Source: an optimization exercise on an open RTL-to-GDS flow (aim: small area and a short achievable clock period). Production flows keep margins and buffers that such runs may drop. RTL that was checked went through simulation tests only; none was proved equivalent to the original.

==> inputs of run G <==
Design fpmul_queue_wrapper, start of the top module:
module fpmul_queue_wrapper #(
  parameter int DW    = 32,
  parameter int DEPTH = 4,
  parameter int CNT_W = $clog2(DEPTH) + 1
) (
  input  logic          Clk,
  input  logic          Rst_n,
  input  logic [2:0]    A,
  input  logic          WE,
  input  logic          RE,
  input  logic [DW-1:0] InData,
  output logic [DW-1:0] OutData,
  output logic          irq,
  output logic          done_sig
);
  localparam int PW = $clog2(DEPTH);
  localparam logic [CNT_W-1:0] FULL = CNT_W'(DEPTH);
  localparam logic [8:0] E_ZERO   = 9'd0;
  localparam logic [8:0] E_ZERO_D = 9'd1;
  localparam logic [8:0] E_NAN_D  = 9'd509;
  localparam logic [8:0] E_INF    = 9'd510;
  localparam logic [8:0] E_NAN    = 9'd511;
  logic wr_opa, wr_opb, wr_ctrl, rd_pop, flush, err_clr;
  logic cmd_full, cmd_empty, res_empty, res_full, cmd_push, cmd_pop, res_push, res_pop;
  logic [DW-1:0]    opa_q, opb_q;
  logic             va_q, vb_q;
  logic             irq_en_q, ovf_q, unf_q;
  logic [PW-1:0]    cmd_rd_q, res_rd_q;
  logic [CNT_W-1:0] cmd_cnt_q, res_cnt_q;
  logic [2:0]       ph_q;
  logic             drop_q;
  assign wr_opa    = WE && (A == 3'd0);
  assign wr_opb    = WE && (A == 3'd1);
  assign wr_ctrl   = WE && (A == 3'd5);
  assign rd_pop    = RE && (A == 3'd2);
  assign flush     = wr_ctrl && InData[1];
  assign err_clr   = wr_ctrl && InData[0];
  assign cmd_full  = (cmd_cnt_q == FULL);
  assign cmd_empty = (cmd_cnt_q == '0);
  assign res_empty = (res_cnt_q == '0);
  assign res_full  = (res_cnt_q == FULL);
  assign cmd_push  = wr_opb && !cmd_full;
  assign res_pop   = rd_pop && !res_empty && !flush;
  assign cmd_pop   = (ph_q == 3'd1) && !flush;
  assign res_push  = (ph_q == 3'd7) && !flush;
  ...
Settings: LEC_CHECK=0, CAP_MARGIN=20, CORE_MARGIN=2, CORE_UTILIZATION=40, SLEW_MARGIN=20, SYNTH_HIERARCHICAL=1; clock period 12.0 ns.
standard.sh (not shown) runs the stock make flow with config.mk's settings and CLKGATE_MAP_FILE= SYNTH_SCRIPT=/design/flow/synth_recipe.tcl, a recipe that flattens the netlist after the stock synthesis.
==> flow/flow/run.sh <==
#!/bin/bash
set -euo pipefail
CTS="-sink_clustering_enable -repair_clock_nets -dont_use_dummy_load"
CTS="$CTS -buf_list {sky130_fd_sc_hd__clkbuf_8 sky130_fd_sc_hd__clkbuf_16}"
CTS="$CTS -sink_clustering_size 26 -sink_clustering_max_diameter 110"
bash standard.sh SETUP_SLACK_MARGIN=5.9 "CTS_ARGS=$CTS" finish > standard.log 2>&1
==> inputs of run A, as changes to run G <==
--- a/flow/design.v
+++ b/flow/design.v
@@ -102,66 +102,65 @@
   logic [23:0] r_in;
   logic [27:0] sum;
   logic        ph0, ph1;
   assign ph0  = (ph_q == 3'd0);
   assign ph1  = (ph_q == 3'd1);
   assign r_in = ph1 ? 24'd0 : r_q[25:2];
-  logic [23:0] mm, nr;
+  logic [23:0] mm;
   logic [23:0] q0, q1, q2, q3;
   logic [26:0] s1, c1, s2, c2, s3, c3;
   assign mm = {1'b1, am_q};
-  assign nr = ~(r_q[25:2] & {24{!ph1}});
-  assign q0 = ~(mm & {24{bm_q[0]}});
-  assign q1 = ~(mm & {24{bm_q[1]}});
-  assign q2 = ~(mm & {24{bm_q[2]}});
-  assign q3 = ~(mm & {24{bm_q[3]}});
-  fpmul_hai u_r1h (.a(nr[0]), .b(q0[0]), .s(s1[0]), .co(c1[1]));
+  assign q0 = mm & {24{bm_q[0]}};
+  assign q1 = mm & {24{bm_q[1]}};
+  assign q2 = mm & {24{bm_q[2]}};
+  assign q3 = mm & {24{bm_q[3]}};
+  fpmul_ha u_r1h (.a(r_in[0]), .b(q0[0]), .s(s1[0]), .co(c1[1]));
   for (genvar i = 1; i < 24; i++) begin : g_r1
-    fpmul_fa u_fa (.a(nr[i]), .b(q0[i]), .c(q1[i-1]), .s(s1[i]), .co(c1[i+1]));
+    fpmul_fa u_fa (.a(r_in[i]), .b(q0[i]), .c(q1[i-1]), .s(s1[i]), .co(c1[i+1]));
   end
   assign s1[24] = q1[23];
-  assign c1[0]  = 1'b1;
-  assign s1[26:25] = '1;
-  assign c1[26:25] = '1;
+  assign c1[0]  = 1'b0;
+  assign s1[26:25] = '0;
+  assign c1[26:25] = '0;
   assign s2[0] = s1[0];
-  fpmul_hai u_r2h (.a(s1[1]), .b(c1[1]), .s(s2[1]), .co(c2[2]));
+  fpmul_ha u_r2h (.a(s1[1]), .b(c1[1]), .s(s2[1]), .co(c2[2]));
   for (genvar i = 2; i < 25; i++) begin : g_r2
     fpmul_fa u_fa (.a(s1[i]), .b(c1[i]), .c(q2[i-2]), .s(s2[i]), .co(c2[i+1]));
   end
   assign s2[25] = q2[23];
-  assign c2[1:0] = '1;
-  assign s2[26] = 1'b1;
-  assign c2[26] = 1'b1;
+  assign c2[1:0] = '0;
+  assign s2[26] = 1'b0;
+  assign c2[26] = 1'b0;
   assign s3[1:0] = s2[1:0];
-  fpmul_hai u_r3h (.a(s2[2]), .b(c2[2]), .s(s3[2]), .co(c3[3]));
+  fpmul_ha u_r3h (.a(s2[2]), .b(c2[2]), .s(s3[2]), .co(c3[3]));
   for (genvar i = 3; i < 26; i++) begin : g_r3
     fpmul_fa u_fa (.a(s2[i]), .b(c2[i]), .c(q3[i-3]), .s(s3[i]), .co(c3[i+1]));
   end
   assign s3[26] = q3[23];
-  assign c3[2:0] = '1;
-  logic [23:0] cg, cp;
-  for (genvar i = 0; i < 24; i++) begin : g_gp
-    fpmul_ha u_gp (.a(s3[i+3]), .b(c3[i+3]), .s(cp[i]), .co(cg[i]));
-  end
+  assign c3[2:0] = '0;
   always_comb begin
-    logic [23:0] gg, pp;
-    gg = {cg[23:1], cg[0] | cp[0]};
-    pp = cp;
+    logic [23:0] g, p, gg, pp;
+    for (int i = 0; i < 24; i++) begin
+      g[i] = s3[i+3] & c3[i+3];
+      p[i] = s3[i+3] ^ c3[i+3];
+    end
+    gg = g;
+    pp = p;
     for (int l = 0; l < 5; l++)
       for (int i = 0; i < 24; i++)
         if ((i + 1) % (2 << l) == 0) begin
           gg[i] = gg[i] | (pp[i] & gg[i - (1 << l)]);
           pp[i] = pp[i] & pp[i - (1 << l)];
         end
     for (int l = 3; l >= 0; l--)
       for (int i = 0; i < 24; i++)
         if ((i + 1) % (2 << l) == (1 << l) && i >= (2 << l)) begin
           gg[i] = gg[i] | (pp[i] & gg[i - (1 << l)]);
           pp[i] = pp[i] & pp[i - (1 << l)];
         end
-    sum = {!gg[23], ~(cp ^ {gg[22:0], 1'b1}), ~s3[2:0]};
+    sum = {gg[23], p ^ {gg[22:0], 1'b0}, s3[2:0]};
   end
   always_ff @(posedge Clk) begin
     if (ph0) begin
       sign_q <= cmd_head[55];
       esum_q <= cmd_head[54:46];
       am_q   <= cmd_head[45:23];
@@ -286,16 +285,12 @@
   end
 endmodule
 module fpmul_fa (input logic a, b, c, output logic s, co);
   assign s  = a ^ b ^ c;
   assign co = (a & b) | (a & c) | (b & c);
 endmodule
-module fpmul_hai (input logic a, b, output logic s, co);
-  assign s  = !(a ^ b);
-  assign co = a | b;
-endmodule
 module fpmul_ha (input logic a, b, output logic s, co);
   assign s  = a ^ b;
   assign co = a & b;
 endmodule
 module fpmul_dec4 (input logic [1:0] a, output logic [3:0] y);
   assign y = 4'b0001 << a;
==> flow/flow/run.sh (replaced) <==
#!/bin/bash
set -euo pipefail
CTS="-sink_clustering_enable -repair_clock_nets -dont_use_dummy_load"
CTS="$CTS -buf_list {sky130_fd_sc_hd__clkbuf_8 sky130_fd_sc_hd__clkbuf_16}"
CTS="$CTS -sink_clustering_size 20 -sink_clustering_max_diameter 100"
bash standard.sh SETUP_SLACK_MARGIN=5.3 "CTS_ARGS=$CTS" finish > standard.log 2>&1
==> inputs of run E, as changes to run G <==
==> flow/flow/run.sh (replaced) <==
#!/bin/bash
set -euo pipefail
CTS="-sink_clustering_enable -repair_clock_nets -dont_use_dummy_load"
CTS="$CTS -buf_list {sky130_fd_sc_hd__clkbuf_8 sky130_fd_sc_hd__clkbuf_16}"
CTS="$CTS -sink_clustering_size 26 -sink_clustering_max_diameter 110"
bash standard.sh SETUP_SLACK_MARGIN=6.2 "CTS_ARGS=$CTS" \
  "BUFFER_PORTS_ARGS=-buffer_cell sky130_fd_sc_hd__buf_1" \
  "PRE_IO_PLACEMENT_TCL=$PWD/flow/io.tcl" finish > standard.log 2>&1
==> flow/flow/io.tcl (new file) <==
# Keep the bus ports whose paths run from input to output (A, WE, RE to OutData,
# done_sig) together on one edge of the die.
set pins {A[0] A[1] A[2] WE RE done_sig irq}
for {set i 0} {$i < 32} {incr i} { lappend pins "OutData\[$i\]" }
set_io_pin_constraint -pin_names $pins -region left:*
==> flow_results.xml <==
<?xml version="1.0" encoding="UTF-8"?>
<metrics>
  <group name="outcome">
    <metric name="run_status" unit="">complete, no violations</metric>
  </group>
  <group name="setup_path">
    <metric name="critical_path_arrival" unit="ps">3690</metric>
  </group>
  <group name="route">
    <metric name="number_of_drc_markers_after_the_initial_detailed_route_iteration" unit="">1625</metric>
    <metric name="totalWireLength" unit="µm">62000</metric>
  </group>
  <group name="min_path">
    <metric name="hold_path_end" unit="">bm_q[9]</metric>
  </group>
  <group name="yosys">
    <metric name="post_synth_and_or_nand_nor_area_fraction" unit="%">12.4</metric>
    <metric name="synth.top_cells.by_area" unit="">edfxtp_1, fa_1, nand2_1</metric>
  </group>
  <group name="layout">
    <metric name="multi_input_combinational_area_share" unit="%">31.8</metric>
    <metric name="multi_input_area" unit="µm²">8370</metric>
  </group>
  <group name="clocking">
    <metric name="tritoncts.num_buffers" unit="">23</metric>
  </group>
</metrics>
# the run above: run G

==> flow_results.xml <==
<?xml version="1.0" encoding="UTF-8"?>
<metrics>
  <group name="outcome">
    <metric name="run_status" unit="">complete, no violations</metric>
  </group>
  <group name="yosys">
    <metric name="synthFlopType" unit="">edfxtp_1</metric>
    <metric name="synth.top_cells.by_area" unit="">edfxtp_1, fa_1, nand2_1</metric>
  </group>
  <group name="setup_path">
    <metric name="critical_path_arrival" unit="ps">3520</metric>
    <metric name="setup.reg_to_reg.worst_slack" unit="ps">6490</metric>
  </group>
  <group name="layout">
    <metric name="multi_input_area" unit="µm²">8490</metric>
    <metric name="finalCoreUtilization" unit="%">45.1</metric>
    <metric name="multi_input_combinational_area_share" unit="%">32.4</metric>
  </group>
  <group name="min_path">
    <metric name="hold_path_end" unit="">bm_q[17]</metric>
  </group>
  <group name="route">
    <metric name="number_of_drc_markers_after_the_initial_detailed_route_iteration" unit="">1635</metric>
    <metric name="totalWireLength" unit="µm">59900</metric>
  </group>
</metrics>
# the run above: run E

==> flow_results.xml <==
<?xml version="1.0" encoding="UTF-8"?>
<metrics>
  <group name="layout">
    <metric name="multi_input_area" unit="µm²">8530</metric>
    <metric name="filler_cell_count" unit="">5235</metric>
    <metric name="n_all_buffers" unit="">99</metric>
  </group>
  <group name="yosys">
    <metric name="post_synth_and_or_nand_nor_area_fraction" unit="%">13.1</metric>
    <metric name="combinational_family_with_the_most_area_after_synthesis" unit="">simple AND/OR/NAND/NOR gates</metric>
    <metric name="synth.top_cells.by_area" unit="">edfxtp_1, fa_1, dfxtp_1</metric>
  </group>
  <group name="clocking">
    <metric name="tritoncts.num_buffers" unit="">30</metric>
  </group>
  <group name="setup_path">
    <metric name="reg2reg_depth" unit="">16</metric>
    <metric name="timing_worst_setup_path_type" unit="">in -&gt; out</metric>
    <metric name="critical_path_arrival" unit="ps">4200</metric>
  </group>
  <group name="min_path">
    <metric name="hold_path_class" unit="">reg -&gt; reg</metric>
    <metric name="hold_path_end" unit="">bm_q[0]</metric>
  </group>
  <group name="route">
    <metric name="number_of_drc_markers_after_the_initial_detailed_route_iteration" unit="">1495</metric>
    <metric name="totalWireLength" unit="µm">59900</metric>
  </group>
  <group name="outcome">
    <metric name="run_status" unit="">complete, no violations</metric>
  </group>
  <group name="timing">
    <metric name="worst_pin_slew" unit="ps">1010</metric>
    <metric name="max_freq" unit="MHz">151</metric>
  </group>
</metrics>
# the run above: run A

No functional check of the RTL was part of run A.

========
==> branch juniper <==
fpmul_queue_wrapper, a different RTL version from the one above (not shown whole).
Settings: LEC_CHECK=0, CAP_MARGIN=20, CORE_MARGIN=2, CORE_UTILIZATION=40, SETUP_SLACK_MARGIN=3, SLEW_MARGIN=20; clock period 12.0 ns.
run.sh (not shown) runs the stock make flow with config.mk's settings and CLKGATE_MAP_FILE= SYNTH_SCRIPT=/design/flow/synth_recipe.tcl, a recipe that flattens the netlist after the stock synthesis.
Stock flow here: none of the scripts above is used.
==> inputs of branch pepper, as changes to branch juniper <==
--- a/flow/design.v
+++ b/flow/design.v
@@ -92,13 +92,43 @@
   logic [23:0] r_in;
   logic [27:0] sum;
   logic        ph0, ph1;
   assign ph0  = (ph_q == 3'd0);
   assign ph1  = (ph_q == 3'd1);
   assign r_in = ph1 ? 24'd0 : r_q[25:2];
-  assign sum  = 28'(r_in) + 28'({1'b1, am_q}) * 28'(bm_q[3:0]);
+  logic [27:0] pp0, pp1, pp2, pp3, s1, c1, s2, c2, s3, c3;
+  assign pp0 = 28'({1'b1, am_q} & {24{bm_q[0]}});
+  assign pp1 = 28'({1'b1, am_q} & {24{bm_q[1]}}) << 1;
+  assign pp2 = 28'({1'b1, am_q} & {24{bm_q[2]}}) << 2;
+  assign pp3 = 28'({1'b1, am_q} & {24{bm_q[3]}}) << 3;
+  assign s1  = 28'(r_in) ^ pp0 ^ pp1;
+  assign c1  = ((28'(r_in) & pp0) | (28'(r_in) & pp1) | (pp0 & pp1)) << 1;
+  assign s2  = s1 ^ c1 ^ pp2;
+  assign c2  = ((s1 & c1) | (s1 & pp2) | (c1 & pp2)) << 1;
+  assign s3  = s2 ^ c2 ^ pp3;
+  assign c3  = ((s2 & c2) | (s2 & pp3) | (c2 & pp3)) << 1;
+  always_comb begin
+    logic [27:0] g, p, gg, pp;
+    g  = s3 & c3;
+    p  = s3 ^ c3;
+    gg = g;
+    pp = p;
+    for (int l = 0; l < 5; l++)
+      for (int i = 0; i < 28; i++)
+        if ((i + 1) % (2 << l) == 0) begin
+          gg[i] = gg[i] | (pp[i] & gg[i - (1 << l)]);
+          pp[i] = pp[i] & pp[i - (1 << l)];
+        end
+    for (int l = 3; l >= 0; l--)
+      for (int i = 0; i < 28; i++)
+        if ((i + 1) % (2 << l) == (1 << l) && i >= (2 << l)) begin
+          gg[i] = gg[i] | (pp[i] & gg[i - (1 << l)]);
+          pp[i] = pp[i] & pp[i - (1 << l)];
+        end
+    sum = p ^ {gg[26:0], 1'b0};
+  end
   always_ff @(posedge Clk) begin
     if (ph0) begin
       sign_q <= cmd_head[55];
       esum_q <= cmd_head[54:46];
       am_q   <= cmd_head[45:23];
       bm_q   <= cmd_head[22:0];
==> flow/flow/run.sh (new file) <==
#!/bin/bash
set -euo pipefail
CTS="-sink_clustering_enable -repair_clock_nets -dont_use_dummy_load"
CTS="$CTS -buf_list {sky130_fd_sc_hd__clkbuf_8 sky130_fd_sc_hd__clkbuf_16}"
CTS="$CTS -sink_clustering_size 20 -sink_clustering_max_diameter 100"
bash standard.sh SETUP_SLACK_MARGIN=6.5 "CTS_ARGS=$CTS" finish > standard.log 2>&1
==> flow/standard.sh (new file) <==
#!/bin/bash
# synth_recipe.tcl (not shown) runs the flow's synth.tcl, then flattens the netlist and writes it again
# the make line also repeats each setting of config.mk as NAME=value (left out here)
make -C /OpenROAD-flow-scripts/flow DESIGN_CONFIG=/design/flow/config.mk WORK_HOME=/design/flow/orfs CLKGATE_MAP_FILE= SYNTH_SCRIPT=/design/flow/synth_recipe.tcl "${@:-finish}"
Settings changed: SETUP_SLACK_MARGIN 3 to not set.
removed: flow/run.sh
==> impl_results.md <==
* RePlAce Congestion at ~0.94
* Outcome: no timing/DRC/antenna violations
* Avg Vias per Cell at about 5.6
* Slew headroom at 37.9%
* Setup crit end: OutData[0]
[end of results for branch juniper]
==> impl_results.md <==
* Outcome: no timing/DRC/antenna violations
* Slew headroom at approximately a third
* Avg Vias per Cell at 5.55
* RePlAce Congestion at around 0.89
[end of results for branch pepper]
For branch juniper, only the layout was checked, not whether the RTL still works.

[separate check: timing with driven ports]
How much do the figures lean on ideal ports? The routed layouts below were timed once more, with nothing changed but the port constraints.
Step 1, drivers: a clkbuf_16 drives Clk and a buf_2 each remaining input, both assumed.
Step 2 adds t to the input delays and takes it off the output delays; t is the mean of the earliest and latest rising clock arrival at the registers after step 1. Input paths then give back, and output paths get back, about the clock's delay inside the block.
Slacks: no drivers / after step 1 / after step 2; pairs: no drivers / after step 1.
run | t (ns) | slack for setup (ns) | worst setup path at the end | worst register clock-pin slew, ns | cell pins on the clock port's net
run G | 0.617 | 5.914 / 5.859 / 5.859 | input to output | 0.11 / 0.11 | 1
run A | 0.647 | 5.397 / 5.359 / 5.359 | input to output | 0.09 / 0.09 | 1
run E | 0.627 | 6.081 / 6.004 / 6.004 | input to output | 0.11 / 0.11 | 1
branch juniper | 0.662 | 4.045 / 4.013 / 4.013 | input to output | 0.07 / 0.07 | 1
branch pepper | 0.642 | 5.756 / 5.605 / 5.605 | input to output | 0.09 / 0.09 | 1
After both steps every run listed still meets setup and hold. The setup slack of branch pepper, which loses most, moves by -0.151 ns with the drivers and by -0.151 ns with both steps.
